Source: an optimization exercise on an open RTL-to-GDS flow (aim: small area, a short achievable clock period and few clock cycles). Production flows keep margins and buffers that such runs may drop. Function was not checked in any run shown here: the RTL went through the layout flow alone. Power and IR drop assume default switching activity.

### flow/design.v
package ngp_pkg;
  localparam logic [7:0] CHAR_SPACE = 8'h20;
  localparam logic [7:0] CHAR_NL    = 8'h0A;
  localparam logic [7:0] CHAR_POINT = 8'h2E;
  localparam logic [7:0] SEP_RESET  = 8'd44;
  localparam logic [29:0] LAT_MAX = 30'd900000000;
  localparam logic [30:0] LON_MAX = 31'd1800000000;
endpackage
import ngp_pkg::*;
module nmea_gga_position_parser (
  input  logic        clk_i,
  input  logic        rst_ni,
  input  logic        in_valid_i,
  output logic        in_stall_o,
  input  logic [7:0]  rx_byte_i,
  output logic        out_valid_o,
  input  logic        out_stall_i,
  output logic [29:0] lat_e7_o,
  output logic [30:0] lon_e7_o,
  output logic        lat_ok_o,
  output logic        lon_ok_o,
  input  logic        cfg_valid_i,
  output logic        cfg_ready_o,
  input  logic [7:0]  cfg_field_separator_i
);
  function automatic logic [5:0] qstep(input logic [1:0] r, input logic [3:0] t);
    case ({r, t})
      6'd0: qstep = {4'd0, 2'd0};
      6'd1: qstep = {4'd0, 2'd2};
      6'd2: qstep = {4'd1, 2'd1};
      6'd3: qstep = {4'd2, 2'd0};
      6'd4: qstep = {4'd2, 2'd2};
      6'd5: qstep = {4'd3, 2'd1};
      6'd6: qstep = {4'd4, 2'd0};
      6'd7: qstep = {4'd4, 2'd2};
      6'd8: qstep = {4'd5, 2'd1};
      6'd9: qstep = {4'd6, 2'd0};
      6'd16: qstep = {4'd3, 2'd1};
      6'd17: qstep = {4'd4, 2'd0};
      6'd18: qstep = {4'd4, 2'd2};
      6'd19: qstep = {4'd5, 2'd1};
      6'd20: qstep = {4'd6, 2'd0};
      6'd21: qstep = {4'd6, 2'd2};
      6'd22: qstep = {4'd7, 2'd1};
      6'd23: qstep = {4'd8, 2'd0};
      6'd24: qstep = {4'd8, 2'd2};
      6'd25: qstep = {4'd9, 2'd1};
      6'd32: qstep = {4'd6, 2'd2};
      6'd33: qstep = {4'd7, 2'd1};
      6'd34: qstep = {4'd8, 2'd0};
      6'd35: qstep = {4'd8, 2'd2};
      6'd36: qstep = {4'd9, 2'd1};
      6'd37: qstep = {4'd10, 2'd0};
      6'd38: qstep = {4'd10, 2'd2};
      6'd39: qstep = {4'd11, 2'd1};
      6'd40: qstep = {4'd12, 2'd0};
      6'd41: qstep = {4'd12, 2'd2};
      default: qstep = 6'd0;
    endcase
  endfunction
  function automatic logic [7:0] hdr_char(input logic [2:0] pos);
    case (pos)
      3'd1:    hdr_char = 8'h47;   
      3'd2:    hdr_char = 8'h50;   
      3'd3:    hdr_char = 8'h47;   
      3'd4:    hdr_char = 8'h47;   
      3'd5:    hdr_char = 8'h41;   
      default: hdr_char = 8'h00;
    endcase
  endfunction
  logic [7:0]  sep_q;
  logic        stall_q, stall_d;
  logic        vld_q;
  logic [7:0]  byte_q;
  logic [2:0]  pos_q, pos_d;      
  logic        hdr_q, hdr_d;
  logic [2:0]  fld_q, fld_d;      
  logic        pt_q, pt_d;
  logic        dig_q, dig_d;
  logic        bad_q, bad_d;
  logic [3:0]  t_q, t_d;
  logic [3:0]  u_q, u_d;
  logic [2:0]  n_q, n_d;          
  logic [1:0]  r_q, r_d;
  logic        big_q, big_d;
  logic        pad_q, pad_d;
  logic        ptgt_q, ptgt_d;
  logic [29:0] lat_q, lat_d;
  logic [30:0] lon_q, lon_d;
  logic        latok_q, latok_d;
  logic        lonok_q, lonok_d;
  logic        emit_q, emit_d;
  logic        ov_q, ov_d;
  assign cfg_ready_o = 1'b1;
  always_ff @(posedge clk_i or negedge rst_ni) begin
    if (!rst_ni) begin
      sep_q <= SEP_RESET;
    end else if (cfg_valid_i) begin
      sep_q <= cfg_field_separator_i;
    end
  end
  always_ff @(posedge clk_i or negedge rst_ni) begin
    if (!rst_ni) begin
      vld_q <= 1'b0;
    end else begin
      vld_q <= in_valid_i && !stall_q;
    end
  end
  always_ff @(posedge clk_i) begin
    byte_q <= rx_byte_i;
  end
  logic       ch, is_nl, is_sep, is_pt, is_dig;
  logic [3:0] dgt;
  assign ch     = vld_q && (byte_q != CHAR_SPACE);
  assign is_nl  = byte_q == CHAR_NL;
  assign is_sep = byte_q == sep_q;
  assign is_pt  = byte_q == CHAR_POINT;
  assign is_dig = (byte_q[7:4] == 4'h3) && (byte_q[3:0] <= 4'd9);
  assign dgt    = byte_q[3:0];
  logic body, tfld, ftgt;
  logic ev_nl, ev_c, ev_sep, ev_fc, ev_close, ev_clr;
  logic ok_close, match, emit_now;
  assign body  = pos_q == 3'd7;
  assign tfld  = (fld_q == 3'd1) || (fld_q == 3'd3);
  assign ftgt  = fld_q[1];
  assign ev_nl    = ch && is_nl;
  assign ev_c     = ch && !is_nl;
  assign ev_sep   = ev_c && body && is_sep;
  assign ev_fc    = ev_c && body && !is_sep && tfld;
  assign ev_close = ((ev_c && is_sep) || ev_nl) && body && tfld;
  assign ev_clr   = ev_c && (pos_q == 3'd2);
  assign ok_close = dig_q && pt_q && !bad_q;
  assign match    = hdr_q && (pos_q >= 3'd6);
  assign emit_now = ev_nl && match;
  logic        tsel, qmode;
  logic [30:0] vsel;
  logic [5:0]  qs;
  logic [4:0]  e;
  logic [30:0] hsum;
  logic        int_dig, frac_dig, pt_step, big_det, close_step, hwr;
  assign tsel = pad_q ? ptgt_q : ftgt;
  assign vsel = tsel ? lon_q : {1'b0, lat_q};
  assign qmode = pt_q || pad_q || !byte_q[4];
  assign qs    = qstep(r_q, t_q);
  assign e     = 5'(t_q) + (qmode ? {1'b0, qs[5:2]} : 5'd0);
  logic [30:0] ca, cb, cc, cs, ck;
  assign ca = {vsel[27:0], 3'b000};
  assign cb = {vsel[29:0], 1'b0};
  assign cc = 31'(e);
  assign cs = ca ^ cb ^ cc;
  assign ck = (ca & cb) | (ca & cc) | (cb & cc);
  assign hsum = cs + {ck[29:0], 1'b0};
  assign int_dig    = ev_fc && is_dig && !pt_q && !big_q;
  assign frac_dig   = ev_fc && is_dig && pt_q && !big_q && (n_q <= 3'd5);
  assign pt_step    = ev_fc && is_pt && !pt_q && !big_q;
  assign big_det    = int_dig && (tsel ? (vsel >= 31'd18) : (vsel >= 31'd9));
  assign close_step = ev_close && ok_close && !big_q;
  assign hwr        = (int_dig && !big_det) || frac_dig || pt_step || close_step || pad_q;
  logic go;
  always_comb begin
    pos_d   = pos_q;
    hdr_d   = hdr_q;
    fld_d   = fld_q;
    pt_d    = pt_q;
    dig_d   = dig_q;
    bad_d   = bad_q;
    t_d     = t_q;
    u_d     = u_q;
    n_d     = n_q;
    r_d     = r_q;
    big_d   = big_q;
    pad_d   = pad_q;
    ptgt_d  = ptgt_q;
    lat_d   = lat_q;
    lon_d   = lon_q;
    latok_d = latok_q;
    lonok_d = lonok_q;
    if (lat_q > LAT_MAX) lat_d = LAT_MAX;
    if (lon_q > LON_MAX) lon_d = LON_MAX;
    if (pad_q) begin
      n_d = n_q + 3'd1;
      r_d = qs[1:0];
      if (n_q == 3'd6) begin
        pad_d = 1'b0;
        n_d   = '0;
        r_d   = '0;
      end
    end
    if (ev_nl) begin
      pos_d = '0;
      hdr_d = 1'b1;
      fld_d = '0;
    end
    if (ev_c) begin
      if (pos_q != 3'd7) pos_d = pos_q + 3'd1;
      if ((pos_q >= 3'd1) && (pos_q <= 3'd5) && (byte_q != hdr_char(pos_q))) hdr_d = 1'b0;
    end
    if (ev_fc) begin
      if (is_pt) begin
        bad_d = bad_q || pt_q;
        pt_d  = 1'b1;
        if (pt_step) begin
          n_d = 3'd1;
          r_d = qs[1:0];
          t_d = u_q;
        end
      end else if (is_dig) begin
        dig_d = 1'b1;
        if (!pt_q) begin
          t_d = u_q;
          u_d = dgt;
          if (big_det) big_d = 1'b1;
        end else if (frac_dig) begin
          n_d = n_q + 3'd1;
          r_d = qs[1:0];
          t_d = dgt;
        end
      end else begin
        bad_d = 1'b1;
      end
    end
    if (ev_close) begin
      if (close_step) begin
        n_d    = n_q + 3'd1;
        r_d    = qs[1:0];
        t_d    = '0;
        pad_d  = n_q != 3'd6;
        ptgt_d = ftgt;
        if (n_q == 3'd6) begin
          n_d = '0;
          r_d = '0;
        end
      end else begin
        n_d   = '0;
        r_d   = '0;
        big_d = 1'b0;
      end
      if (ftgt) lonok_d = ok_close;
      else      latok_d = ok_close;
    end
    if (ev_sep) begin
      if (fld_q != 3'd4) fld_d = fld_q + 3'd1;
      pt_d  = 1'b0;
      dig_d = 1'b0;
      bad_d = 1'b0;
      t_d   = '0;
      u_d   = '0;
    end
    if (hwr) begin
      if (tsel) lon_d = hsum;
      else      lat_d = hsum[29:0];
    end
    if (big_det) begin
      if (tsel) lon_d = LON_MAX;
      else      lat_d = LAT_MAX;
    end
    if (ev_close && !ok_close) begin
      if (ftgt) lon_d = '0;
      else      lat_d = '0;
    end
    if (ev_clr) begin
      lat_d   = '0;
      lon_d   = '0;
      latok_d = 1'b0;
      lonok_d = 1'b0;
      pad_d   = 1'b0;
      n_d     = '0;
      r_d     = '0;
      big_d   = 1'b0;
    end
  end
  assign go     = (emit_now || emit_q) && !pad_q && !(close_step && (n_q != 3'd6));
  assign ov_d   = (ov_q && out_stall_i) || go;
  assign emit_d = (emit_now || emit_q) && !go;
  assign stall_d = ((ov_d || emit_d) && (pos_d != 3'd0)) ||
                   (pad_d && (n_d <= 3'd5) && ((fld_d == 3'd2) || (fld_d == 3'd3)));
  always_ff @(posedge clk_i or negedge rst_ni) begin
    if (!rst_ni) begin
      stall_q <= 1'b0;
      pos_q   <= '0;
      hdr_q   <= 1'b1;
      fld_q   <= '0;
      pad_q   <= 1'b0;
      emit_q  <= 1'b0;
      ov_q    <= 1'b0;
    end else begin
      stall_q <= stall_d;
      pos_q   <= pos_d;
      hdr_q   <= hdr_d;
      fld_q   <= fld_d;
      pad_q   <= pad_d;
      emit_q  <= emit_d;
      ov_q    <= ov_d;
    end
  end
  always_ff @(posedge clk_i) begin
    pt_q    <= pt_d;
    dig_q   <= dig_d;
    bad_q   <= bad_d;
    t_q     <= t_d;
    u_q     <= u_d;
    n_q     <= n_d;
    r_q     <= r_d;
    big_q   <= big_d;
    ptgt_q  <= ptgt_d;
    lat_q   <= lat_d;
    lon_q   <= lon_d;
    latok_q <= latok_d;
    lonok_q <= lonok_d;
  end
  assign in_stall_o  = stall_q;
  assign out_valid_o = ov_q;
  assign lat_e7_o    = lat_q;
  assign lon_e7_o    = lon_q;
  assign lat_ok_o    = latok_q;
  assign lon_ok_o    = lonok_q;
endmodule
### flow/run.sh
#!/bin/bash
# synth_recipe.tcl (not shown) runs the flow's synth.tcl, then flattens the netlist and writes it again
# the make line also repeats each setting of config.mk as NAME=value (left out here)
make -C /OpenROAD-flow-scripts/flow DESIGN_CONFIG=/design/flow/config.mk WORK_HOME=/design/flow/orfs CLKGATE_MAP_FILE= SYNTH_SCRIPT=/design/flow/synth_recipe.tcl finish
### flow/config.mk
export PLATFORM = sky130hd
export DESIGN_NAME = nmea_gga_position_parser
export DESIGN_NICKNAME = nmea_gga_position_parser
export VERILOG_FILES = /design/flow/design.v
export SDC_FILE = /design/flow/constraint.sdc
export NUM_CORES = 4
export LEC_CHECK = 0
export CAP_MARGIN = 20
export CORE_MARGIN = 2
export CORE_UTILIZATION = 40
export SLEW_MARGIN = 20
### flow/constraint.sdc
create_clock -name core_clock -period 7.5 [get_ports {clk_i}]
set_input_delay 1.5000 -clock core_clock [delete_from_list [all_inputs] [get_ports {clk_i}]]
set_output_delay 1.5000 -clock core_clock [all_outputs]
set_load 0.01 [all_outputs]
==> run summary, run 1 <==
- Root buffer cell: clkbuf_16
- GRT Total Usage: 0.237
- Ys async rst share: 0.183
- Final setup viols: 0
- First-pass DRT Iterations: 6
- Skew final: about 0.0088 ns
- Nature of the critical path startpoint: flip-flop
- Max rail drop VDD: ~0.11 mV
- Die Area: slightly above 20000 sq um
- Unrepaired setup endpoints after global routing: false
- Residual DRC count: 0
- Initial core utilization: 0.405
- R2R Path Start: t_q[1]$_SDFF_PP0_
- Global-route wire length before repair: ~39 mm
- Worst hold path type: reg -> reg
- Top cells by area in the synthesized netlist: dfxtp_1, ha_1, nand2_1, nor2_1, dfrtp_1
- WHS: about 0.46 ns
- Pint: around 1.2 mW
- Post-Syn Nets: 1100
- CTS max path bufs: 2
- Critical path class: reg -> reg
- Sequential share of power: 0.411
- Fmax: 174 MHz
- Rows: approximately 50
- Seq cells post-synth: roughly 110
- WL per Instance: between 15 and 20 microns
- Final min period: 5.76 ns
- Gate power share: 0.325
- Slowest-stage cell, CP: dfxtp_1
- Crit path from: t_q[1]$_SDFF_PP0_
- Leading area contributor after synthesis: dfxtp_1
- Post-DRT Antenna Nets: 0
- Fillers: about 2000
- Core Area: ~19000 sq um
- Vias per inst: 5.78
- GPL Wtd Cong: between 0.9 and 1
- Worst path arrival time: roughly 6.0 ns
- Worst skew pair latency: ~0.36 ns
- Syn. warnings: 1
- Leading register cell type out of synthesis: dfxtp_1
- Worst path cell trace: inv_1 -> ha_1 -> or2_2 -> a21oi_1 -> a31oi_1 -> a211oi_1 -> a21o_1 -> nor2b_1 -> ha_1 -> fa_1 -> a21o_1 -> a21o_1 -> fa_1 -> ha_1 -> nor2b_1 -> o31a_1 -> o31ai_1 -> nand3b_1 -> nand3_1 -> a21oi_1 -> or3_1 -> a21oi_1 -> nor2_1
- Area occupied by multi-input gates: between 5000 and 6000 sq um
- Pwr Total: 1.84 mW
- Via Count: between 7000 and 8000
- Level count of the clock H-tree: 3
- Sequential area share after synthesis: 0.292
- Highest cell delay on the worst timing path: 0.62 ns
- Drt initial violations: 740
- Setup Buffers After CTS: 0
- Post-synth EDFFs: 1
- Crit. End Element: flip-flop
- Die W: 144 microns
- Library cells used by synthesis: just under 80
- Slew Limit Fails: 0
- Tightest Pin Transition: 1.08 ns
- Post-DP HPWL: approximately 18 mm
- CTS Buf Count: 9
- Clock power share: 0.264
- Synth-to-Final Area Change: 16.6%
- Clock slew at reported path FFs: approximately 0.080 ns
- Die height: 144 microns
- DP Cell Count: around 1300
- Hold_buf cts: 0
- Slew Limit Headroom: 0.283
- Top layer in use: met4
- LEAKAGE: ~4.1 nW
- Non-filler cells in the finished layout: 1322
- Post-Route WL: roughly 24 mm
- Sw Ratio: 0.371
- Avg Inst Size Synth: just under 8 sq um
- Fin util: 0.472
- I/O Buffers: 85
- CTS tree: yes
- Hold path startpoint: stall_q$_DFF_PN0_
- Nets@finish: about 1200
- Power per cell area: 200 nW/um^2
- Crit Path Max Fanout: 12
- I/O Pins: 87
- Wl on met1: about 11 mm
- Fin crit share: 0.767
- Reg area: about 2300 sq um
- WL met2: 11.4 mm
- Netlist area before placement: slightly below 8000 sq um
- Antenna Cells: 0
- Status: finished clean
- Yosys top cell area share: 0.224
- Largest net degree at the start of global routing: 41
- Fin Setup TNS: 0 ns
- # resized after CTS: 0
- Max Cap Viol: 0
- Vias in the first global route: 7052
- CP required: ~7.8 ns
- Grt total ovfl: 0
- Psw: a little under 0.7 mW
- Cells after Synth: 996
- Share of layout cells above drive strength 1: 0.0501
- Final Hold Viols: 0
- Initial antenna violation count: 0
- Met3 wire length: about 1.3 mm
- CTS sink cnt: approximately 110
-- cell families after synthesis --
group | count (synthesis) | synth area share
flip-flops | 109 | 0.292
AND/OR/NAND/NOR | 404 | 0.240
other | 1 | 0.000477
XOR/XNOR | 39 | 0.0434
multiplexers | 20 | 0.0271
AO/OA/AOI/OAI | 265 | 0.219
buffers and inverters | 75 | 0.0422
adder cells (fa/ha/maj) | 83 | 0.136
-- layout make-up --
type	instances	share of cell area
Multi-Input combinational cell	812	0.573
Sequential cell	109	0.251
Inverter	32	0.0131
Clock buffer	11	0.0276
Tap cell	265	0.0362
Clock inverter	5	0.00437
Timing Repair Buffer	88	0.0953
-- placed cells by master (no fill, tap or decap), drive strengths merged, types with 14 or more instances in the layout --
| master | n |
|---|---|
| clkdlybuf4s50 | 85 |
| dfrtp | 16 |
| a31oi | 30 |
| o21ai | 46 |
| ha | 79 |
| nor3 | 29 |
| dfxtp | 88 |
| o22ai | 14 |
| a21o | 17 |
| nand3 | 34 |
| inv | 34 |
| a21oi | 78 |
| nor2 | 111 |
| xnor2 | 17 |
| nand2 | 149 |
| xor2 | 22 |
-- through the flow --
stage	setup WS (ns)	area (sq um)
6_report	1.74	9170
5_1_grt	1.49	9170
4_1_cts	1.86	9170
3_5_place_dp	1.87	8870
3_3_place_gp	1.99	8870
2_1_floorplan	2.52	7860
-- sequential cells by signal, summed over array words and instances, names as in the netlist --
signal   cells
pt_q         1
emit_q       1
stall_q      1
vld_q        1
ptgt_q       1
big_q        1
bad_q        1
sep_q        8
r_q          2
lonok_q      1
byte_q       8
hdr_q        1
fld_q        3
pos_q        3
ov_q         1
dig_q        1
n_q          3
latok_q      1
pad_q        1
t_q          4
lon_q       31
u_q          4
lat_q       30
-- layer usage --
layer / track usage / vias to the layer above
met2: 0.401 / 276
met1: 0.313 / 3608
met3: 0.0407 / 38
met5: 0 / -
met4: 0.0644 / 0
li1: - / 3716
-- power groups by stage --
stage	clock, mW	combinational [mW]	sequential, mW
2_1_floorplan	0	0.380	0.739
3_3_place_gp	0	0.584	0.765
3_5_place_dp	0	0.591	0.765
4_1_cts	0.496	0.591	0.751
5_1_grt	0.522	0.662	0.763
6_report	0.485	0.597	0.755
-- cells in the mapped netlist (22+ instances only) --
library cell	n
a21oi_1	77
a31oi_1	30
clkbuf_1	23
dfxtp_1	88
ha_1	79
inv_1	30
nand2_1	147
nand3_1	34
nor2_1	109
nor3_1	29
o21ai_0	41
xor2_1	22
-- worst paths after layout --
kind,slack [ns],to,cells after the start
setup / recovery,1.74,lat_q[28]$_SDFF_PP0_,23
hold / removal,0.46,vld_q$_DFF_PN0_,1
max in group asynchronous,5.27,pos_q[2]$_DFF_PN0_,1
hold reg to reg,0.46,vld_q$_DFF_PN0_,1
setup reg to reg,1.74,lat_q[28]$_SDFF_PP0_,23
min in group asynchronous,1.66,emit_q$_DFF_PN0_,1
-- critical path, delay by kind of cell, from the launching register on --
kind | cells | cell delay, ns
and+or+nand+nor | 7 | 1.22
AOI/OAI and AO/OA | 10 | 1.87
buffers and inverters | 1 | 0.22
adders and majority gates | 5 | 1.71
DFF | 1 | 0.62
==> inputs of run 2 (changes only) <==
--- a/flow/config.mk
+++ b/flow/config.mk
@@ -5,6 +5,7 @@
 export SDC_FILE = /design/flow/constraint.sdc
 export NUM_CORES = 4
 export LEC_CHECK = 0
+export ABC_CLOCK_PERIOD_IN_PS = 3000
 export CAP_MARGIN = 20
 export CORE_MARGIN = 2
 export CORE_UTILIZATION = 40
==> run summary, run 2 <==
- Post-Route WL: 24.2 mm (unchanged)
- Levels on crit path: 23 (unchanged)
- Most frequent cells in the layout: nand2_1, nor2_1, dfxtp_1, clkdlybuf4s50_1, ha_1
- I/O Pins: 87 (unchanged)
- Hold_buf cts: 0 (unchanged)
- Sequential area share after synthesis: 0.292 (unchanged)
- Slowest-stage cell, CP: dfxtp_1
- WL per Instance: 18.3 microns (unchanged)
- Initial antenna violation count: 0 (unchanged)
- Commonest non-fill, non-tap cell in the layout: nand2_1
- Post-DP HPWL: 18.3 mm (unchanged)
- Rows: 51 (unchanged)
- Seq cells post-synth: 109 (unchanged)
- Pre-CTS WS: 1.87 ns (unchanged)
- Fillers: 2017 (unchanged)
- CP required: 7.76 ns (about the same)
- Yosys top cell area share: 0.224 (unchanged)
- Cells after Synth: 996 (unchanged)
- Biggest regs: lon_q (31), lat_q (30)
- Hold endpoint: vld_q$_DFF_PN0_
- Avg Inst Size Synth: 7.89 sq um (unchanged)
- R2r worst-path depth: 23 (unchanged)
- Root buffer cell: clkbuf_16
- Ys async rst share: 0.183 (unchanged)
- Final Hold Viols: 0 (unchanged)
- Fin crit share: 0.767 (unchanged)
- Power per cell area: 200 nW/um^2 (unchanged)
- Netlist area before placement: 7860 sq um (unchanged)
- Hold path cells: 1 (unchanged)
- Tightest Pin Transition: 1.08 ns (unchanged)
- Via Count: 7638 (unchanged)
- Pwr Total: 1.84 mW (unchanged)
- GR peak layer: met2
- Global routing usage on met3: 0.0407 (unchanged)
- Leading area contributor after synthesis: dfxtp_1
- Nature of the critical path startpoint: flip-flop
- Residual DRC count: 0 (unchanged)
- Drt initial violations: 740 (unchanged)
- Fin Setup TNS: 0 ns (unchanged)
- Largest net degree at the start of global routing: 41 (unchanged)
- Crit-path leading delay family: compound AO/OA/AOI/OAI gates
- Crit. End Element: flip-flop
- LEAKAGE: 4.06 nW (unchanged)
- CP bufs+invs: 1 (unchanged)
- Worst path arrival time: 6.01 ns (about the same)
- I/O Buffers: 85 (unchanged)
- Top reg by flops: lon_q
- Antenna Cells: 0 (unchanged)
- Library cells used by synthesis: 79 (unchanged)
- Synth-to-Final Area Change: 16.6% (unchanged)
- CTS sink cnt: 109 (unchanged)
- Core Area: 19400 sq um (unchanged)
- Worst skew pair latency: 0.36 ns (about the same)
- Final min period: 5.76 ns (unchanged)
- Final setup viols: 0 (unchanged)
- Status: finished clean
- Share of layout cells above drive strength 1: 0.0501 (unchanged)
- Area occupied by multi-input gates: 5250 sq um (unchanged)
- CTS tree: yes
- GPL Wtd Cong: 0.914 (unchanged)
- Synth top cells by count: nand2_1, nor2_1, dfxtp_1
- Final worst setup slack: 1.74 ns (unchanged)
- Area after DPL: 8870 sq um (unchanged)
- Top cells by area in the synthesized netlist: dfxtp_1, ha_1, nand2_1, nor2_1, dfrtp_1
- Highest cell delay on the worst timing path: 0.62 ns (about the same)
- Die height: 144 microns (unchanged)
- R2R Path End: lat_q[28]$_SDFF_PP0_
- Fmax: 174 MHz (unchanged)
- Setup Buffers After CTS: 0 (unchanged)
- Initial core utilization: 0.405 (unchanged)
- Grt total ovfl: 0 (unchanged)
- Largest register FFs: 31 (unchanged)
- R2R Path Start: t_q[1]$_SDFF_PP0_
- Skew final: 0.00882 ns (unchanged)
- Die W: 144 microns (unchanged)
- Global-route wire length before repair: 38.6 mm (unchanged)
- Nets@finish: 1156 (unchanged)
- Level count of the clock H-tree: 3 (unchanged)
- Syn. warnings: 1 (unchanged)
- Post-Syn Nets: 1100 (unchanged)
- Worst path cell trace: inv_1 -> ha_1 -> or2_2 -> a21oi_1 -> a31oi_1 -> a211oi_1 -> a21o_1 -> nor2b_1 -> ha_1 -> fa_1 -> a21o_1 -> a21o_1 -> fa_1 -> ha_1 -> nor2b_1 -> o31a_1 -> o31ai_1 -> nand3b_1 -> nand3_1 -> a21oi_1 -> or3_1 -> a21oi_1 -> nor2_1
- First-pass DRT Iterations: 6 (unchanged)
- Max rail drop VDD: 0.115 mV (unchanged)
- Leading register cell type out of synthesis: dfxtp_1
- Vias in the first global route: 7052 (unchanged)
- Reg area: 2300 sq um (unchanged)
- Slew Limit Headroom: 0.283 (unchanged)
- Die Area: 20800 sq um (unchanged)
- Met2 Usage GRT: 0.401 (unchanged)
- Count leader, synth: nand2_1
- Clock slew at reported path FFs: 0.08 ns (about the same)
- Vias per inst: 5.78 (unchanged)
- Max Cap Viol: 0 (unchanged)
- GRT Total Usage: 0.237 (unchanged)
- Post-synth EDFFs: 1 (unchanged)
- Fin util: 0.472 (unchanged)
- Grt met1 use: 0.313 (unchanged)
- CTS Buf Count: 9 (unchanged)
- Critical path class: reg -> reg
- CTS max path bufs: 2 (unchanged)
- R2R setup slack: 1.74 ns (about the same)
- Finished layout cell area: 9170 sq um (unchanged)
- Hold path startpoint: stall_q$_DFF_PN0_
- Slew Limit Fails: 0 (unchanged)
- Worst hold path type: reg -> reg
- # resized after CTS: 0 (unchanged)
- Crit Path Max Fanout: 12 (unchanged)
- Unrepaired setup endpoints after global routing: false
- Post-DRT Antenna Nets: 0 (unchanged)
run 2: cell counts after synthesis:
Identical to the previous run, type by type.
run 2: worst max path at each step:
stage	startpoint	to	slack [ns]
after CTS	t_q[1]$_SDFF_PP0_	lat_q[28]$_SDFF_PP0_	1.86
final	t_q[1]$_SDFF_PP0_	lat_q[28]$_SDFF_PP0_	1.74
after global routing	t_q[1]$_SDFF_PP0_	lat_q[28]$_SDFF_PP0_	1.49
after global placement	t_q[1]$_SDFF_PP0_	lon_q[28]$_SDFF_PP0_	1.99
after detailed placement	t_q[1]$_SDFF_PP0_	lat_q[28]$_SDFF_PP0_	1.87
after floorplan	t_q[1]$_SDFF_PP0_	lon_q[29]$_SDFF_PP0_	2.52
run 2: area by class of cell:
cell class                      count  area share
Inverter                           32      0.0131
Multi-Input combinational cell    812       0.573
Sequential cell                   109       0.251
Tap cell                          265      0.0362
Clock buffer                       11      0.0276
Timing Repair Buffer               88      0.0953
Clock inverter                      5     0.00437
run 2: logic make-up (layout without fill, tap and decap cells):
logic type	count (synthesis)	in the layout	synth area share
buffers and inverters	75	136	0.0422
DFF	109	109	0.292
other	1	1	0.000477
AOI/OAI and AO/OA	265	265	0.219
xor gates and xnor gates	39	39	0.0434
muxes	20	20	0.0271
adders and majority gates	83	83	0.136
and+or+nand+nor	404	404	0.240
run 2: worst reg2reg max path, cell delays in order, from the launching register on:
cell and delay, ns:
dfxtp_1 0.62, inv_1 0.22, ha_1 0.34, or2_2 0.10, a21oi_1 0.06, a31oi_1 0.21
a211oi_1 0.10, a21o_1 0.19, nor2b_1 0.13, ha_1 0.20, fa_1 0.41, a21o_1 0.17
a21o_1 0.18, fa_1 0.43, ha_1 0.34, nor2b_1 0.16, o31a_1 0.27, o31ai_1 0.44
nand3b_1 0.25, nand3_1 0.16, a21oi_1 0.09, or3_1 0.37, a21oi_1 0.16, nor2_1 0.05
run 2: per-stage QoR:
step	hold WS, ns	instances
3_3_place_gp	0.439	1306
2_1_floorplan	0.432	996
3_5_place_dp	0.446	1306
5_1_grt	0.475	1322
4_1_cts	0.465	1322
6_report	0.462	1322
run 2: metal layers:
layer  part of all wire  wire length, microns
met5                  0                     0
met4              0.022                   524
met3              0.053                  1280
met2               0.47                 11400
met1               0.45                 11000
run 2: power by group:
| group | switching [mW] | leakage (nW) | internal, mW |
|---|---|---|---|
| logic | 0.333 | 2.94 | 0.264 |
| registers | 0.112 | 0.972 | 0.643 |
| clock network | 0.237 | 0.143 | 0.247 |
| total | 0.682 | 4.06 | 1.15 |
==> inputs of run 3 (changes only) <==
--- a/flow/design.v
+++ b/flow/design.v
@@ -83,6 +83,7 @@
   logic [2:0]  n_q, n_d;          
   logic [1:0]  r_q, r_d;
   logic        big_q, big_d;
+  logic [4:0]  eq_q, eq_d;        
   logic        pad_q, pad_d;
   logic        ptgt_q, ptgt_d;
   logic [29:0] lat_q, lat_d;
@@ -142,7 +143,7 @@
   assign vsel = tsel ? lon_q : {1'b0, lat_q};
   assign qmode = pt_q || pad_q || !byte_q[4];
   assign qs    = qstep(r_q, t_q);
-  assign e     = 5'(t_q) + (qmode ? {1'b0, qs[5:2]} : 5'd0);
+  assign e     = qmode ? eq_q : {1'b0, t_q};
   logic [30:0] ca, cb, cc, cs, ck;
   assign ca = {vsel[27:0], 3'b000};
   assign cb = {vsel[29:0], 1'b0};
@@ -153,10 +154,14 @@
   assign int_dig    = ev_fc && is_dig && !pt_q && !big_q;
   assign frac_dig   = ev_fc && is_dig && pt_q && !big_q && (n_q <= 3'd5);
   assign pt_step    = ev_fc && is_pt && !pt_q && !big_q;
-  assign big_det    = int_dig && (tsel ? (vsel >= 31'd18) : (vsel >= 31'd9));
+  assign big_det    = (int_dig && (tsel ? (vsel[7:0] >= 8'd18) : (vsel[7:0] >= 8'd9))) ||
+                      (pt_step && (t_q >= 4'd6) && (tsel ? (vsel[7:0] == 8'd179) : (vsel[7:0] == 8'd89)));
   assign close_step = ev_close && ok_close && !big_q;
-  assign hwr        = (int_dig && !big_det) || frac_dig || pt_step || close_step || pad_q;
+  assign hwr        = ((int_dig || pt_step) && !big_det) || frac_dig || close_step || pad_q;
   logic go;
+  logic [5:0] qs_d;
+  assign qs_d = qstep(r_d, t_d);
+  assign eq_d = 5'(t_d) + 5'(qs_d[5:2]);
   always_comb begin
     pos_d   = pos_q;
     hdr_d   = hdr_q;
@@ -175,8 +180,6 @@
     lon_d   = lon_q;
     latok_d = latok_q;
     lonok_d = lonok_q;
-    if (lat_q > LAT_MAX) lat_d = LAT_MAX;
-    if (lon_q > LON_MAX) lon_d = LON_MAX;
     if (pad_q) begin
       n_d = n_q + 3'd1;
       r_d = qs[1:0];
@@ -199,6 +202,7 @@
       if (is_pt) begin
         bad_d = bad_q || pt_q;
         pt_d  = 1'b1;
+        if (big_det) big_d = 1'b1;
         if (pt_step) begin
           n_d = 3'd1;
           r_d = qs[1:0];
@@ -302,6 +306,7 @@
     n_q     <= n_d;
     r_q     <= r_d;
     big_q   <= big_d;
+    eq_q    <= eq_d;
     ptgt_q  <= ptgt_d;
     lat_q   <= lat_d;
     lon_q   <= lon_d;
--- a/flow/config.mk
+++ b/flow/config.mk
@@ -5,8 +5,8 @@
 export SDC_FILE = /design/flow/constraint.sdc
 export NUM_CORES = 4
 export LEC_CHECK = 0
-export ABC_CLOCK_PERIOD_IN_PS = 3000
 export CAP_MARGIN = 20
 export CORE_MARGIN = 2
 export CORE_UTILIZATION = 40
+export SETUP_SLACK_MARGIN = 4
 export SLEW_MARGIN = 20
==> run summary, run 3 <==
- Worst path arrival time: 4.27 ns (-1.74 ns)
- LEAKAGE: 4.83 nW (+19%)
- Post-DP HPWL: 15.7 mm (-14%)
- CTS tree: yes
- Post-Syn Nets: 1002 (-8.9%)
- Antenna Cells: 0 (unchanged)
- Yosys top cell area share: 0.245 (+0.0207)
- Worst hold path type: reg -> reg
- Tightest Pin Transition: 1.01 ns (-0.0690 ns)
- Crit Path Max Fanout: 8 (-4)
- Crit-path leading delay family: compound AO/OA/AOI/OAI gates
- First-pass DRT Iterations: 5 (-1)
- WHS: 0.434 ns (-0.0284 ns)
- CP bufs+invs: 3 (+2)
- Sequential area share after synthesis: 0.314 (+0.0216)
- Worst path cell trace: mux2_8 -> buf_12 -> buf_12 -> nand2_1 -> nand2_1 -> ha_1 -> ha_2 -> nand4_1 -> or2_2 -> o211ai_1 -> buf_4 -> a211oi_4 -> o41ai_2 -> xnor2_1 -> o221a_2
- Hold path startpoint: stall_q$_DFF_PN0_
- CP required: 7.81 ns (+0.05 ns)
- Slowest-stage cell, CP: dfrtp_2
- R2R Path Start: pad_q$_DFF_PN0_
- GPL Wtd Cong: 0.858 (-6.1%)
- GRT Total Usage: 0.238 (+0.00141)
- Count leader, synth: nand2_1
- Non-filler cells in the finished layout: 1335 (+0.98%)
- CTS max path bufs: 2 (unchanged)
- Crit path from: pad_q$_DFF_PN0_
- R2r worst-path depth: 15 (-35%)
- Global-route wire length before repair: 38.5 mm (-0.32%)
- Hold path cells: 1 (unchanged)
- Area occupied by multi-input gates: 5970 sq um (+14%)
- Root buffer cell: clkbuf_16
- Highest cell delay on the worst timing path: 0.50 ns (-0.12 ns)
- Status: finished clean
- Nature of the critical path startpoint: flip-flop
- Levels on crit path: 15 (-35%)
- I/O Pins: 87 (unchanged)
- Residual DRC count: 0 (unchanged)
- Fillers: 1592 (-21%)
- Die height: 143 microns (-0.58%)
- Initial core utilization: 0.411 (+0.00588)
- DP Cell Count: 1211 (-7.3%)
- Final Hold Viols: 0 (unchanged)
- Seq cells post-synth: 116 (+6.4%)
- Largest register FFs: 31 (unchanged)
- Nets@finish: 1159 (+0.26%)
- Syn. warnings: 1 (unchanged)
- Worst skew pair latency: 0.42 ns (+0.06 ns)
- Avg Inst Size Synth: 8.58 sq um (+8.7%)
- CTS Buf Count: 17 (+8)
- Unrepaired setup endpoints after global routing: true
- Clock slew at reported path FFs: 0.06 ns (-0.02 ns)
- Cells after Synth: 905 (-9.1%)
- Level count of the clock H-tree: 4 (+1)
- Fmax: 253 MHz (+45%)
- Rows: 50 (-2.0%)
- Fin crit share: 0.527 (-0.240)
- Synth-to-Final Area Change: 44.2%
- Top reg by flops: lon_q
- CTS sink cnt: 116 (+6.4%)
- Initial antenna violation count: 0 (unchanged)
- Slew Limit Headroom: 0.328 (+0.0443)
- Leading register cell type out of synthesis: dfxtp_1
- Post-synth EDFFs: 1 (unchanged)
- Top cells by area in the synthesized netlist: dfxtp_1, ha_1, nand2_1, dfrtp_1, nor2_1
- Via Count: 7501 (-1.8%)
- Most frequent cells in the layout: nand2_1, dfxtp_1, clkdlybuf4s50_1, nor2_1, buf_4
- Core Area: 18900 sq um (-2.6%)
- Share of layout cells above drive strength 1: 0.319 (+0.269)
- Skew final: 0.00919 ns (+0.000366 ns)
- Pwr Total: 1.68 mW (-8.6%)
- Max rail drop VDD: 0.147 mV (+29%)
- Die W: 143 microns (-0.58%)
- Fin Setup TNS: 0 ns (unchanged)
- Finished layout cell area: 11200 sq um (+22%)
- Final min period: 3.96 ns (-1.80 ns)
- Ys async rst share: 0.172 (-0.0111)
- Post-DRT Antenna Nets: 0 (unchanged)
- Netlist area before placement: 7770 sq um (-1.2%)
- Die Area: 20500 sq um (-1.2%)
- Max Cap Viol: 0 (unchanged)
- Area after DPL: 8910 sq um (+0.48%)
- Synth top cells by count: nand2_1, dfxtp_1, nor2_1
- Critical path class: reg -> reg
- I/O Buffers: 85 (unchanged)
- Slew Limit Fails: 0 (unchanged)
- Power per cell area: 150 nW/um^2 (-25%)
- WL per Instance: 18.6 microns (+1.8%)
- Final setup viols: 0 (unchanged)
- Vias per inst: 5.62 (-2.7%)
- Crit. End Element: flip-flop
- Post-Route WL: 24.9 mm (+2.8%)
- Reg area: 2460 sq um (+7.3%)
- Grt total ovfl: 0 (unchanged)
- Vias in the first global route: 7318 (+3.8%)
- Commonest non-fill, non-tap cell in the layout: nand2_1
- Drt initial violations: 664 (-10%)
- Largest net degree at the start of global routing: 23 (-44%)
- Library cells used by synthesis: 94 (+19%)
- Leading area contributor after synthesis: dfxtp_1
- Biggest regs: lon_q (31), lat_q (30)
==> run 3: cell count changes in the layout (fill, tap and decap cells not counted), moves of 11 or more <==
cell,before,now
ha_4,0,19
nor2_1,109,80
o221a_2,0,16
buf_6,0,13
o21ai_0,41,22
o22ai_1,14,1
ha_1,79,50
a31oi_1,30,8
a22oi_1,5,27
nand2_2,0,11
nand2_1,147,101
a21oi_1,77,33
buf_4,3,76
nand3_1,34,23
==> run 3: cells by family (layout without fill, tap and decap cells) <==
| group | Yosys count | in the layout | share of synthesized area |
|---|---|---|---|
| AND/OR/NAND/NOR | 339 | 339 | 0.212 |
| AO/OA/AOI/OAI | 230 | 230 | 0.219 |
| multiplexers | 24 | 25 | 0.0346 |
| buffers and inverters | 79 | 248 | 0.0490 |
| adder cells (fa/ha/maj) | 76 | 76 | 0.126 |
| flip-flops | 116 | 116 | 0.314 |
| other | 1 | 1 | 0.000483 |
| XOR/XNOR | 40 | 40 | 0.0451 |
==> run 3: what timing repair did <==
action | 4_1_cts | 5_1_grt
pin swaps | 67 | 57
cloned | 2 | 0
setup buffers | 63 | 27
hold buffers | 0 | 0
hold endpoints to repair | 0 | 0
resized for setup | 130 | 67
endpoints found under the setup margin | 59 | 46
==> run 3: stage by stage <==
stage	util	setup WS, ns
after floorplan	-	3.58
after global placement	0.472	3.00
after detailed placement	0.472	2.91
after CTS	0.566	3.62
after global routing	0.593	3.41
final	0.593	3.54
==> run 3: path summary, 6_finish.rpt <==
kind,endpoint,slack (ns)
setup / recovery,lon_q[30]$_SDFF_PP0_,3.54
hold / removal,vld_q$_DFF_PN0_,0.43
setup reg to reg,lon_q[30]$_SDFF_PP0_,3.54
hold reg to reg,vld_q$_DFF_PN0_,0.43
max in group asynchronous,pos_q[2]$_DFF_PN0_,5.23
min in group asynchronous,sep_q[4]$_DFFE_PN0P_,1.61
==> run 3: layout make-up <==
| type | count | share of cell area |
|---|---|---|
| clock buffers | 19 | 0.0414 |
| well taps | 260 | 0.0290 |
| flip-flops and latches | 116 | 0.220 |
| multi-input cells | 711 | 0.533 |
| clock inverters | 13 | 0.0112 |
| repair buffers | 180 | 0.150 |
| inverters | 36 | 0.0147 |
==> run 3: power breakdown <==
part / total [mW] / switching, mW / internal (mW)
registers: 0.664 / 0.0253 / 0.638
clock network: 0.809 / 0.323 / 0.486
logic: 0.205 / 0.118 / 0.0866
==> run 3: metal layers <==
metal  wire length (microns)  vias to the layer above  part of all wire  track usage
li1                        -                     3612                 -            -
met1                   11100                     3596              0.45        0.316
met2                   11900                      253              0.48        0.401
met3                    1340                       40             0.054       0.0390
met4                     465                        0             0.019       0.0681
met5                       0                        -                 0            0
==> inputs of run 4 (changes only) <==
--- a/flow/config.mk
+++ b/flow/config.mk
@@ -8,5 +8,4 @@
 export CAP_MARGIN = 20
 export CORE_MARGIN = 2
 export CORE_UTILIZATION = 40
-export SETUP_SLACK_MARGIN = 4
 export SLEW_MARGIN = 20
==> run summary, run 4 <==
- Biggest regs: lon_q (31), lat_q (30)
- WL per Instance: 17.5 microns (-6.0%)
- # resized after CTS: 0 (-100%)
- Clock slew at reported path FFs: 0.05 ns (about the same)
- Top reg by flops: lon_q
- Via Count: 6968 (-7.1%)
- Cells after Synth: 905 (unchanged)
- Fillers: 1878 (+18%)
- GRT Total Usage: 0.217 (-0.0215)
- Die W: 143 microns (unchanged)
- Tightest Pin Transition: 1.00 ns (-0.00288 ns)
- Post-Syn Nets: 1002 (unchanged)
- Pre-CTS WS: 2.47 ns (-0.445 ns)
- R2r worst-path depth: 15 (unchanged)
- Critical path class: reg -> reg
- Clock power share: 0.463 (-0.019)
- Avg Inst Size Synth: 8.58 sq um (unchanged)
- Top cells by area in the synthesized netlist: dfxtp_1, ha_1, nand2_1, dfrtp_1, nor2_1
- Synth top cells by count: nand2_1, dfxtp_1, nor2_1
- Leading area contributor after synthesis: dfxtp_1
- Worst skew pair latency: 0.43 ns (about the same)
- R2R Path End: lon_q[30]$_SDFF_PP0_
- Post-Synth Adder-Cell Area: 0.126 (unchanged)
- CTS Buf Count: 17 (unchanged)
- Worst path cell trace: mux2_2 -> nand2_1 -> nand2_1 -> fa_1 -> inv_1 -> fa_1 -> nor2b_1 -> o211ai_1 -> a21boi_0 -> o221ai_1 -> o211ai_1 -> a211oi_1 -> o41ai_1 -> xnor2_1 -> o221a_2
- CP bufs+invs: 1 (-2)
- Max rail drop VDD: 0.160 mV (+8.5%)
- Hold path startpoint: stall_q$_DFF_PN0_
- Max Cap Viol: 0 (unchanged)
- Slew Limit Headroom: 0.330 (+0.00192)
- Nets@finish: 1068 (-7.9%)
- Worst path arrival time: 5.37 ns (+1.10 ns)
- Global-route wire length before repair: 35.0 mm (-9.0%)
- Slowest-stage cell, CP: mux2_2
- Final worst setup slack: 2.44 ns (-1.10 ns)
- Slew Limit Fails: 0 (unchanged)
- Syn. warnings: 1 (unchanged)
- R2R Path Start: pad_q$_DFF_PN0_
- Unrepaired setup endpoints after global routing: false
- Share of layout cells above drive strength 1: 0.106 (-0.213)
- Pint: 1.13 mW (-7.1%)
- Die Area: 20500 sq um (unchanged)
- Hold_buf cts: 0 (unchanged)
- Root buffer cell: clkbuf_16
- I/O Pins: 87 (unchanged)
- Xor/xnor share of the synthesized area: 0.0451 (unchanged)
- Sequential share of power: 0.429 (+0.033)
- Largest register FFs: 31 (unchanged)
- Fmax: 198 MHz (-22%)
- Leading register cell type out of synthesis: dfxtp_1
- Crit Path Max Fanout: 34 (+26)
- Status: finished clean
- First-pass DRT Iterations: 5 (unchanged)
- Mux share of post-synthesis cell area: 0.0346 (unchanged)
- Count leader, synth: nand2_1
- Fin Setup TNS: 0 ns (unchanged)
- CTS sink cnt: 116 (unchanged)
- Seq cells post-synth: 116 (unchanged)
- Post-DRT Antenna Nets: 0 (unchanged)
- Antenna Cells: 0 (unchanged)
- Hold path cells: 1 (unchanged)
- Sw Ratio: 0.272 (-0.00576)
- Grt total ovfl: 0 (unchanged)
- LEAKAGE: 4.14 nW (-14%)
- Ys async rst share: 0.172 (unchanged)
- CTS tree: yes
- GPL Wtd Cong: 0.907 (+5.7%)
- Vias in the first global route: 6749 (-7.8%)
- Highest cell delay on the worst timing path: 0.65 ns (+0.15 ns)
- I/O Buffers: 85 (unchanged)
- Pwr Total: 1.55 mW (-7.9%)
- Most frequent cells in the layout: nand2_1, dfxtp_1, clkdlybuf4s50_1, nor2_1, ha_1
- Largest family of logic cells by synthesized area: compound AO/OA/AOI/OAI gates
- Post-Route WL: 21.7 mm (-13%)
- Crit. End Element: flip-flop
- Crit-path leading delay family: compound AO/OA/AOI/OAI gates
- Simple-gate area share of the yosys netlist: 0.212 (unchanged)
- Hold endpoint: vld_q$_DFF_PN0_
- Residual DRC count: 0 (unchanged)
- Final Hold Viols: 0 (unchanged)
- Vias per inst: 5.61 (-0.23%)
- Skew final: 0.00923 ns (+0.0000444 ns)
- Post-synth EDFFs: 1 (unchanged)
- Initial core utilization: 0.411 (unchanged)
- Yosys top cell area share: 0.245 (unchanged)
- Level count of the clock H-tree: 4 (unchanged)
- Fin crit share: 0.674 (+0.147)
- Post-DP HPWL: 15.6 mm (-0.29%)
- Worst hold path type: reg -> reg
- Largest net degree at the start of global routing: 39 (+70%)
- R2R setup slack: 2.44 ns (-1.10 ns)
- Commonest non-fill, non-tap cell in the layout: nand2_1
- Netlist area before placement: 7770 sq um (unchanged)
- Compound-Gate Fraction of Synth Area: 0.219 (unchanged)
- Psw: 0.421 mW (-9.8%)
- Levels on crit path: 15 (unchanged)
- CTS max path bufs: 2 (unchanged)
- Initial antenna violation count: 0 (unchanged)
- Drt initial violations: 576 (-13%)
- CP required: 7.81 ns (about the same)
- Sequential area share after synthesis: 0.314 (unchanged)
- Gate power share: 0.108 (-0.014)
- Synth-to-Final Area Change: 19.3%
- Rows: 50 (unchanged)
- Final min period: 5.06 ns (+1.10 ns)
- Core Area: 18900 sq um (unchanged)
- Library cells used by synthesis: 94 (unchanged)
- Final setup viols: 0 (unchanged)
- Die height: 143 microns (unchanged)
- Power per cell area: 167 nW/um^2 (+11%)
- Nature of the critical path startpoint: flip-flop
- Setup Buffers After CTS: 0 (-100%)
-- run 4: cell families after synthesis --
kind of cell	Yosys count
AND/OR/NAND/NOR	339
AO/OA/AOI/OAI	230
multiplexers	24
other	1
flip-flops	116
adder cells (fa/ha/maj)	76
buffers and inverters	79
XOR/XNOR	40
-- run 4: routing by layer --
| metal | up-vias | GRT usage | wire length, microns |
|---|---|---|---|
| met2 | 218 | 0.344 | 9650 |
| met5 | - | 0 | 0 |
| li1 | 3419 | - | - |
| met1 | 3288 | 0.295 | 10500 |
| met3 | 43 | 0.0350 | 1090 |
| met4 | 0 | 0.0888 | 484 |
-- run 4: how the worst max path moves through the flow --
stage / from / to / slack [ns]
final: pad_q$_DFF_PN0_ / lon_q[30]$_SDFF_PP0_ / 2.44
after CTS: pad_q$_DFF_PN0_ / lon_q[30]$_SDFF_PP0_ / 2.46
after detailed placement: pad_q$_DFF_PN0_ / lon_q[30]$_SDFF_PP0_ / 2.47
after global placement: pad_q$_DFF_PN0_ / lon_q[30]$_SDFF_PP0_ / 2.57
after global routing: pad_q$_DFF_PN0_ / lon_q[30]$_SDFF_PP0_ / 2.06
after floorplan: pad_q$_DFF_PN0_ / lon_q[30]$_SDFF_PP0_ / 3.02
-- run 4: metrics by stage --
| step | utilization | instances | hold WS, ns | area [sq um] |
|---|---|---|---|---|
| final | 0.491 | 1243 | 0.435 | 9270 |
| after global placement | 0.463 | 1211 | 0.445 | 8740 |
| after floorplan | - | 905 | 0.431 | 7770 |
| after CTS | 0.490 | 1242 | 0.444 | 9260 |
| after detailed placement | 0.463 | 1211 | 0.430 | 8740 |
| after global routing | 0.491 | 1243 | 0.462 | 9270 |
-- run 4: power groups by stage --
stage,clock network (mW),logic [mW],registers (mW)
CTS,0.728,0.167,0.663
global route,0.753,0.183,0.667
global placement,0,0.163,0.676
floorplan,0,0.116,0.666
detailed placement,0,0.164,0.675
finish,0.716,0.167,0.664
-- run 4: cell type report --
| type | instances | area, sq um | area share |
|---|---|---|---|
| tap | 260 | 325 | 0.0351 |
| multi-input combinational | 710 | 4960 | 0.535 |
| inverter | 36 | 139 | 0.0150 |
| clock buffer | 21 | 450 | 0.0486 |
| timing repair buffer | 90 | 896 | 0.0966 |
| sequential | 116 | 2440 | 0.263 |
| clock inverter | 10 | 60.1 | 0.00648 |
-- run 4: worst register-to-register path, cell delays in order, from the launching register on --
cell and delay (ns):
dfrtp_1 0.57, mux2_2 0.65, nand2_1 0.20, nand2_1 0.13, fa_1 0.55, inv_1 0.06, fa_1 0.44, nor2b_1 0.17
o211ai_1 0.09, a21boi_0 0.38, o221ai_1 0.34, o211ai_1 0.48, a211oi_1 0.16, o41ai_1 0.40, xnor2_1 0.11, o221a_2 0.23
==> inputs of run 5 (changes only) <==
--- a/flow/design.v
+++ b/flow/design.v
@@ -133,14 +133,13 @@
   assign ok_close = dig_q && pt_q && !bad_q;
   assign match    = hdr_q && (pos_q >= 3'd6);
   assign emit_now = ev_nl && match;
-  logic        tsel, qmode;
+  logic        qmode;
   logic [30:0] vsel;
   logic [5:0]  qs;
   logic [4:0]  e;
   logic [30:0] hsum;
   logic        int_dig, frac_dig, pt_step, big_det, close_step, hwr;
-  assign tsel = pad_q ? ptgt_q : ftgt;
-  assign vsel = tsel ? lon_q : {1'b0, lat_q};
+  assign vsel = lon_q;
   assign qmode = pt_q || pad_q || !byte_q[4];
   assign qs    = qstep(r_q, t_q);
   assign e     = qmode ? eq_q : {1'b0, t_q};
@@ -154,10 +153,12 @@
   assign int_dig    = ev_fc && is_dig && !pt_q && !big_q;
   assign frac_dig   = ev_fc && is_dig && pt_q && !big_q && (n_q <= 3'd5);
   assign pt_step    = ev_fc && is_pt && !pt_q && !big_q;
-  assign big_det    = (int_dig && (tsel ? (vsel[7:0] >= 8'd18) : (vsel[7:0] >= 8'd9))) ||
-                      (pt_step && (t_q >= 4'd6) && (tsel ? (vsel[7:0] == 8'd179) : (vsel[7:0] == 8'd89)));
+  assign big_det    = (int_dig && (ftgt ? (vsel[7:0] >= 8'd18) : (vsel[7:0] >= 8'd9))) ||
+                      (pt_step && (t_q >= 4'd6) && (ftgt ? (vsel[7:0] == 8'd179) : (vsel[7:0] == 8'd89)));
   assign close_step = ev_close && ok_close && !big_q;
   assign hwr        = ((int_dig || pt_step) && !big_det) || frac_dig || close_step || pad_q;
+  logic lat_last;
+  assign lat_last   = (n_q == 3'd6) && ((close_step && !ftgt) || (pad_q && !ptgt_q));
   logic go;
   logic [5:0] qs_d;
   assign qs_d = qstep(r_d, t_d);
@@ -250,17 +251,18 @@
       t_d   = '0;
       u_d   = '0;
     end
-    if (hwr) begin
-      if (tsel) lon_d = hsum;
-      else      lat_d = hsum[29:0];
-    end
-    if (big_det) begin
-      if (tsel) lon_d = LON_MAX;
-      else      lat_d = LAT_MAX;
-    end
-    if (ev_close && !ok_close) begin
-      if (ftgt) lon_d = '0;
-      else      lat_d = '0;
+    if (hwr) lon_d = hsum;
+    if (ev_close && !close_step) begin
+      if (ftgt) begin
+        lon_d = ok_close ? LON_MAX : 31'd0;
+      end else begin
+        lat_d = ok_close ? LAT_MAX : 30'd0;
+        lon_d = '0;
+      end
+    end
+    if (lat_last) begin
+      lat_d = hsum[29:0];
+      lon_d = '0;
     end
     if (ev_clr) begin
       lat_d   = '0;
--- a/flow/config.mk
+++ b/flow/config.mk
@@ -8,4 +8,5 @@
 export CAP_MARGIN = 20
 export CORE_MARGIN = 2
 export CORE_UTILIZATION = 40
+export SETUP_SLACK_MARGIN = 4.5
 export SLEW_MARGIN = 20
==> run summary, run 5 <==
- Die W: 141 microns (-1.7%)
- CP dominant cell by count: o21ai_2
- Syn. warnings: 1 (unchanged)
- Nature of the critical path startpoint: flip-flop
- CTS max path bufs: 2 (unchanged)
- Clock slew at reported path FFs: 0.05 ns (about the same)
- Tightest Pin Transition: 1.06 ns (+0.0579 ns)
- LEAKAGE: 4.49 nW (+8.5%)
- Post-Route WL: 24.5 mm (+13%)
- Vias per inst: 5.89 (+5.1%)
- Antenna Cells: 0 (unchanged)
- CTS tree: yes
- Post-Syn Nets: 969 (-3.3%)
- Pre-CTS WS: 3.27 ns (+0.804 ns)
- Finished layout cell area: 10700 sq um (+16%)
- DP Cell Count: 1155 (-4.6%)
- Worst path arrival time: 4.13 ns (-1.24 ns)
- Commonest non-fill, non-tap cell in the layout: nor2_1
- Most frequent cells in the layout: nor2_1, clkdlybuf4s50_1, dfxtp_1, ha_1
- WL per Instance: 19.3 microns (+11%)
- Critical path class: reg -> reg
- Hold_buf cts: 0 (unchanged)
- Core Area: 18500 sq um (-2.0%)
- Worst path cell trace: nor3b_4 -> mux2_4 -> fa_2 -> ha_4 -> a211oi_4 -> o21ai_2 -> and2_4 -> a221o_1 -> a31oi_4 -> o21ai_2 -> o41ai_2 -> buf_4 -> o22ai_1 -> a41o_1
- Final worst setup slack: 3.69 ns (+1.25 ns)
- First-pass DRT Iterations: 5 (unchanged)
- CTS Buf Count: 17 (unchanged)
- Fmax: 262 MHz (+33%)
- Skew final: 0.00914 ns (-0.0000876 ns)
- Crit Path Max Fanout: 3 (-91%)
- Largest net degree at the start of global routing: 50 (+28%)
- Yosys top cell area share: 0.254 (+0.00883)
- Crit. End Element: flip-flop
- Max rail drop VDD: 0.164 mV (+2.7%)
- I/O Pins: 87 (unchanged)
- Die Area: 19900 sq um (-3.4%)
- Synth top cells by count: dfxtp_1, nor2_1, ha_1
- Highest cell delay on the worst timing path: 0.58 ns (-0.07 ns)
- Status: finished clean
- Fin Setup TNS: 0 ns (unchanged)
- Share of layout cells above drive strength 1: 0.277 (+0.171)
- Worst skew pair latency: 0.43 ns (about the same)
- Library cells used by synthesis: 88 (-6.4%)
- Synth-to-Final Area Change: 43.2%
- Leading area contributor after synthesis: dfxtp_1
- Netlist area before placement: 7500 sq um (-3.5%)
- Drt initial violations: 608 (+5.6%)
- Non-filler cells in the finished layout: 1267 (+1.9%)
- Crit-path leading delay family: compound AO/OA/AOI/OAI gates
- Top cells by area in the synthesized netlist: dfxtp_1, ha_1, dfrtp_1, a21oi_1, nor2_1
- Worst hold path type: reg -> reg
- Residual DRC count: 0 (unchanged)
- Top reg by flops: lon_q
- Count leader, synth: dfxtp_1
- Via Count: 7467 (+7.2%)
- Seq cells post-synth: 116 (unchanged)
- Max Cap Viol: 0 (unchanged)
- Slew Limit Fails: 0 (unchanged)
- Post-DP HPWL: 15.3 mm (-2.0%)
- I/O Buffers: 85 (unchanged)
- Largest register FFs: 31 (unchanged)
- Vias in the first global route: 7084 (+5.0%)
- Slew Limit Headroom: 0.287 (-0.0423)
- GPL Wtd Cong: 0.870 (-4.1%)
- Cells after Synth: 870 (-3.9%)
- Fin util: 0.580 (+0.0893)
- Level count of the clock H-tree: 4 (unchanged)
- Leading register cell type out of synthesis: dfxtp_1
- Pwr Total: 1.74 mW (+13%)
- CP required: 7.82 ns (about the same)
- Initial core utilization: 0.405 (-0.00626)
- Post-synth EDFFs: 1 (unchanged)
- Biggest regs: lon_q (31), lat_q (30)
- Unrepaired setup endpoints after global routing: true
- Power per cell area: 162 nW/um^2 (-2.7%)
- CTS sink cnt: 116 (unchanged)
- Sequential area share after synthesis: 0.325 (+0.0113)
- Final setup viols: 0 (unchanged)
- Fin crit share: 0.508 (-0.166)
- WHS: 0.434 ns (-0.000778 ns)
- Global-route wire length before repair: 36.8 mm (+5.1%)
- Slowest-stage cell, CP: fa_2
- Grt total ovfl: 0 (unchanged)
- Area after DPL: 8630 sq um (-1.3%)
- Post-DRT Antenna Nets: 0 (unchanged)
- Die height: 141 microns (-1.7%)
- Final Hold Viols: 0 (unchanged)
- Avg Inst Size Synth: 8.62 sq um (+0.40%)
- Final min period: 3.81 ns (-1.25 ns)
- Root buffer cell: clkbuf_16
- GRT Total Usage: 0.233 (+0.0164)
- Initial antenna violation count: 0 (unchanged)
- Ys async rst share: 0.172 (unchanged)
- Rows: 50 (unchanged)
- Nets@finish: 1119 (+4.8%)
- CP bufs+invs: 1 (unchanged)
## run 5: cell count changes after synthesis, moves of 7 or more
cell / change
a21oi_1: +26
a22oi_1: -8
inv_1: -7
nand2_1: -59
nand4_1: +7
nor2_1: +7
o21ai_0: +9
o221a_2: -17
o31ai_1: -8
or3_1: +9
xor2_1: -10
## run 5: worst paths after layout
| check | startpoint | endpoint | slack (ns) | depth (start not counted) |
|---|---|---|---|---|
| max reg2reg | pad_q$_DFF_PN0_ | lat_q[21]$_SDFFE_PP0P_ | 3.69 | 14 |
| max in group asynchronous | rst_ni | fld_q[1]$_DFF_PN0_ | 5.31 | 1 |
| max | pad_q$_DFF_PN0_ | lat_q[21]$_SDFFE_PP0P_ | 3.69 | 14 |
| min reg2reg | stall_q$_DFF_PN0_ | vld_q$_DFF_PN0_ | 0.43 | 1 |
| min in group asynchronous | rst_ni | sep_q[7]$_DFFE_PN0P_ | 1.58 | 1 |
| min | stall_q$_DFF_PN0_ | vld_q$_DFF_PN0_ | 0.43 | 1 |
## run 5: layer usage
layer | global-route usage | vias to the layer above | share of wire
met2 | 0.414 | 282 | 0.50
met5 | 0 | - | 0
met4 | 0.0900 | 0 | 0.028
li1 | - | 3533 | -
met1 | 0.280 | 3599 | 0.42
met3 | 0.0428 | 53 | 0.056
## run 5: final cells by class
class | count | area, sq um
well taps | 234 | 293
multi-input cells | 686 | 5620
clock buffers | 23 | 478
fillers | 1585 | 7780
inverters | 29 | 123
repair buffers | 170 | 1660
clock inverters | 9 | 103
flip-flops and latches | 116 | 2460
## run 5: where the power goes
group / internal, mW / switching (mW) / total (mW)
combinational: 0.107 / 0.156 / 0.263
clock: 0.513 / 0.292 / 0.804
sequential: 0.644 / 0.0307 / 0.675
## run 5: worst reg2reg max path: stages, from the launching register on
cell	delay, ns
dfrtp_2	0.43
nor3b_4	0.26
mux2_4	0.33
fa_2	0.58
ha_4	0.22
a211oi_4	0.23
o21ai_2	0.08
and2_4	0.15
a221o_1	0.40
a31oi_4	0.24
o21ai_2	0.10
o41ai_2	0.23
buf_4	0.18
o22ai_1	0.06
a41o_1	0.21
## run 5: cell families after synthesis
logic type | synth area share
and+or+nand+nor | 0.188
AOI/OAI and AO/OA | 0.240
DFF | 0.325
adders and majority gates | 0.134
buffers and inverters | 0.0391
xor gates and xnor gates | 0.0339
muxes | 0.0387
other | 0.000500
## run 5: what timing repair did
item / in CTS / in global routing
pin swaps: 49 / 51
cloned: 1 / 4
endpoints found under the setup margin: 81 / 69
setup buffers: 47 / 28
resized for setup: 96 / 85
==> inputs of run 6 (changes only) <==
==> flow/flow/run.sh (new file) <==
#!/bin/bash
# Standard layout, but the port buffers are buf_2 cells instead of the
# default pick, which is a slow delay buffer.
set -euo pipefail
export BUFFER_PORTS_ARGS="-buffer_cell sky130_fd_sc_hd__buf_2"
bash standard.sh > standard.log 2>&1
==> flow/standard.sh (new file) <==
#!/bin/bash
# synth_recipe.tcl (not shown) runs the flow's synth.tcl, then flattens the netlist and writes it again
# the make line also repeats each setting of config.mk as NAME=value (left out here)
make -C /OpenROAD-flow-scripts/flow DESIGN_CONFIG=/design/flow/config.mk WORK_HOME=/design/flow/orfs CLKGATE_MAP_FILE= SYNTH_SCRIPT=/design/flow/synth_recipe.tcl "${@:-finish}"
--- a/flow/config.mk
+++ b/flow/config.mk
@@ -8,5 +8,5 @@
 export CAP_MARGIN = 20
 export CORE_MARGIN = 2
 export CORE_UTILIZATION = 40
-export SETUP_SLACK_MARGIN = 4.5
+export SETUP_SLACK_MARGIN = 3
 export SLEW_MARGIN = 20
removed: flow/run.sh
==> run summary, run 6 <==
- Drt initial violations: 661 (+8.7%)
- Met2 Usage GRT: 0.332 (-0.0822)
- Post-Route WL: 21.4 mm (-13%)
- Synth-to-Final Area Change: 17.6%
- Max Cap Viol: 0 (unchanged)
- Skew final: 0.0104 ns (+0.00121 ns)
- Grt total ovfl: 0 (unchanged)
- Post-Syn Nets: 969 (unchanged)
- R2r worst-path depth: 15 (+1)
- Avg Inst Size Synth: 8.62 sq um (unchanged)
- Fin Setup TNS: 0 ns (unchanged)
- Final setup viols: 0 (unchanged)
- Largest register FFs: 31 (unchanged)
- Pwr Total: 1.68 mW (-3.5%)
- Leading area contributor after synthesis: dfxtp_1
- CTS max path bufs: 2 (unchanged)
- Pre-CTS WS: 2.48 ns (-0.789 ns)
- Hold path cells: 1 (unchanged)
- Max rail drop VDD: 0.157 mV (-4.1%)
- CP required: 7.82 ns (about the same)
- Nature of the critical path startpoint: flip-flop
- Commonest non-fill, non-tap cell in the layout: dfxtp_1
- Yosys top cell area share: 0.254 (unchanged)
- Cells after Synth: 870 (unchanged)
- Fmax: 233 MHz (-11%)
- CP bufs+invs: 1 (unchanged)
- Grt met1 use: 0.312 (+0.0325)
- Initial antenna violation count: 0 (unchanged)
- Die Area: 19900 sq um (unchanged)
- Fin crit share: 0.572 (+0.0637)
- Netlist area before placement: 7500 sq um (unchanged)
- I/O Buffers: 85 (unchanged)
- Fin util: 0.476 (-0.104)
- Crit. End Element: flip-flop
- Level count of the clock H-tree: 4 (unchanged)
- Unrepaired setup endpoints after global routing: false
- Final min period: 4.29 ns (+0.478 ns)
- Die height: 141 microns (unchanged)
- Post-DRT Antenna Nets: 0 (unchanged)
- CTS Buf Count: 17 (unchanged)
- GRT Total Usage: 0.220 (-0.0131)
- Die W: 141 microns (unchanged)
- Share of layout cells above drive strength 1: 0.202 (-0.0744)
- Worst path cell trace: inv_1 -> ha_1 -> nor2b_1 -> o21a_1 -> or2b_2 -> o31ai_1 -> o211a_4 -> nand3b_1 -> o41ai_2 -> or3_1 -> a31o_1 -> ha_1 -> fa_1 -> a21o_1 -> a21o_1
- Seq cells post-synth: 116 (unchanged)
- GR peak layer: met2
- Power per cell area: 191 nW/um^2 (+18%)
- Worst hold path type: reg -> reg
- GPL Wtd Cong: 0.908 (+4.4%)
- Leading register cell type out of synthesis: dfxtp_1
- Slew Limit Headroom: 0.409 (+0.122)
- Library cells used by synthesis: 88 (unchanged)
- Slowest-stage cell, CP: dfrtp_2
- CTS sink cnt: 116 (unchanged)
- Crit Path Max Fanout: 22 (+19)
- First-pass DRT Iterations: 5 (unchanged)
- Syn. warnings: 1 (unchanged)
- Final Hold Viols: 0 (unchanged)
- Most frequent cells in the layout: dfxtp_1, nor2_1, buf_2, ha_1, a21oi_1
- Initial core utilization: 0.405 (unchanged)
- Synth top cells by count: dfxtp_1, nor2_1, ha_1
- Global routing usage on met3: 0.0462 (+0.00340)
- Clock slew at reported path FFs: 0.06 ns (about the same)
- Biggest regs: lon_q (31), lat_q (30)
- Top cells by area in the synthesized netlist: dfxtp_1, ha_1, dfrtp_1, a21oi_1, nor2_1
- Worst path arrival time: 4.61 ns (+0.48 ns)
- Worst skew pair latency: 0.43 ns (about the same)
- Vias in the first global route: 6514 (-8.0%)
- Antenna Cells: 0 (unchanged)
- Sequential area share after synthesis: 0.325 (unchanged)
- Root buffer cell: clkbuf_16
- Hold_buf cts: 0 (unchanged)
- Via Count: 6864 (-8.1%)
- Post-synth EDFFs: 1 (unchanged)
- Count leader, synth: dfxtp_1
- Residual DRC count: 0 (unchanged)
- Top reg by flops: lon_q
- Largest net degree at the start of global routing: 50 (unchanged)
- Global-route wire length before repair: 34.6 mm (-5.9%)
- Vias per inst: 5.73 (-2.7%)
- I/O Pins: 87 (unchanged)
- Status: finished clean
- Tightest Pin Transition: 0.879 ns (-0.182 ns)
- Levels on crit path: 15 (+1)
- Area after DPL: 8110 sq um (-6.1%)
- Crit-path leading delay family: compound AO/OA/AOI/OAI gates
- LEAKAGE: 4.09 nW (-9.0%)
- Rows: 50 (unchanged)
- Nets@finish: 1049 (-6.3%)
- Post-DP HPWL: 15.2 mm (-0.73%)
- Ys async rst share: 0.172 (unchanged)
- Finished layout cell area: 8820 sq um (-18%)
- Final worst setup slack: 3.21 ns (-0.478 ns)
- Highest cell delay on the worst timing path: 0.50 ns (-0.08 ns)
- Critical path class: reg -> reg
- Slew Limit Fails: 0 (unchanged)
- WL per Instance: 17.9 microns (-7.7%)
- Core Area: 18500 sq um (unchanged)
- CTS tree: yes
run 6: per-layer routing:
metal | vias to the layer above | part of all wire
met3 | 38 | 0.054
met1 | 3219 | 0.49
met5 | - | 0
met2 | 217 | 0.43
li1 | 3390 | -
met4 | 0 | 0.022
run 6: cells by family (layout without fill, tap and decap cells):
group | after synthesis | count (layout) | share of synthesized area
buffers and inverters | 69 | 162 | 0.0391
and+or+nand+nor | 287 | 287 | 0.188
DFF | 116 | 116 | 0.325
AOI/OAI and AO/OA | 263 | 263 | 0.240
adders and majority gates | 78 | 78 | 0.134
other | 1 | 1 | 0.000500
xor gates and xnor gates | 29 | 29 | 0.0339
muxes | 27 | 27 | 0.0387
run 6: worst register-to-register path, stage by stage (launching register included):
cell and delay (ns):
dfrtp_2 0.50, inv_1 0.18, ha_1 0.17, nor2b_1 0.18, o21a_1 0.20, or2b_2 0.38
o31ai_1 0.38, o211a_4 0.38, nand3b_1 0.16, o41ai_2 0.08, or3_1 0.35, a31o_1 0.24
ha_1 0.21, fa_1 0.41, a21o_1 0.19, a21o_1 0.17
run 6: final cells by class:
cell class	instances	area, sq um
sequential	116	2440
multi-input combinational	685	4850
inverter	29	111
clock buffer	17	425
timing repair buffer	101	546
fill	1771	9700
tap	234	293
clock inverter	15	148
run 6: path summary, 6_finish.rpt:
kind	slack [ns]	startpoint	end
max in group asynchronous	6.10	rst_ni	fld_q[1]$_DFF_PN0_
worst min-delay path	0.43	stall_q$_DFF_PN0_	vld_q$_DFF_PN0_
worst max-delay path	3.21	fld_q[1]$_DFF_PN0_	eq_q[4]$_DFF_P_
worst min register to register	0.43	stall_q$_DFF_PN0_	vld_q$_DFF_PN0_
worst max register to register	3.21	fld_q[1]$_DFF_PN0_	eq_q[4]$_DFF_P_
min in group asynchronous	1.03	rst_ni	sep_q[0]$_DFFE_PN0P_
run 6: where the power goes:
group	leakage [nW]	total [mW]	internal (mW)	switching [mW]
clock network	0.268	0.793	0.463	0.331
logic	2.80	0.210	0.0807	0.130
registers	1.02	0.678	0.644	0.0347
run 6: repair_timing:
action	4_1_cts	5_1_grt
resized for setup	9	9
setup buffers	0	9
setup endpoints to repair	19	14
pin swaps	0	5
hold endpoints to repair	0	0
run 6: through the flow:
| stage | std cells | hold WS, ns |
|---|---|---|
| floorplan | 870 | 0.429 |
| global placement | 1156 | 0.411 |
| detailed placement | 1156 | 0.412 |
| CTS | 1188 | 0.431 |
| global route | 1197 | 0.431 |
| finish | 1197 | 0.428 |

-- port drivers added, routing unchanged --
In the flow no input, the clock included, has a driving cell. The finished layouts below were timed again as built, in two steps. Step 1: set_driving_cell puts a clkbuf_16 on clk_i and a buf_2 on each other input, an assumption about the parent block. Step 2 times the ports against the registers' clock, not the clock port: input delays grow and output delays shrink by t, the midpoint of the rising clock arrivals with the driver on. Slacks: ideal / step 1 / step 2; pairs: ideal / step 1.
| run | t (ns) | slack for setup (ns) |
|---|---|---|
| run 1 | 0.403 | 1.745 / 1.745 / 1.745 |
| run 2 | 0.403 | 1.745 / 1.745 / 1.745 |
| run 3 | 0.463 | 3.544 / 3.544 / 3.544 |
| run 4 | 0.465 | 2.443 / 2.443 / 2.443 |
| run 5 | 0.466 | 3.688 / 3.688 / 3.688 |
| run 6 | 0.465 | 3.210 / 3.210 / 3.210 |
After both steps setup and hold are still met in every run listed.
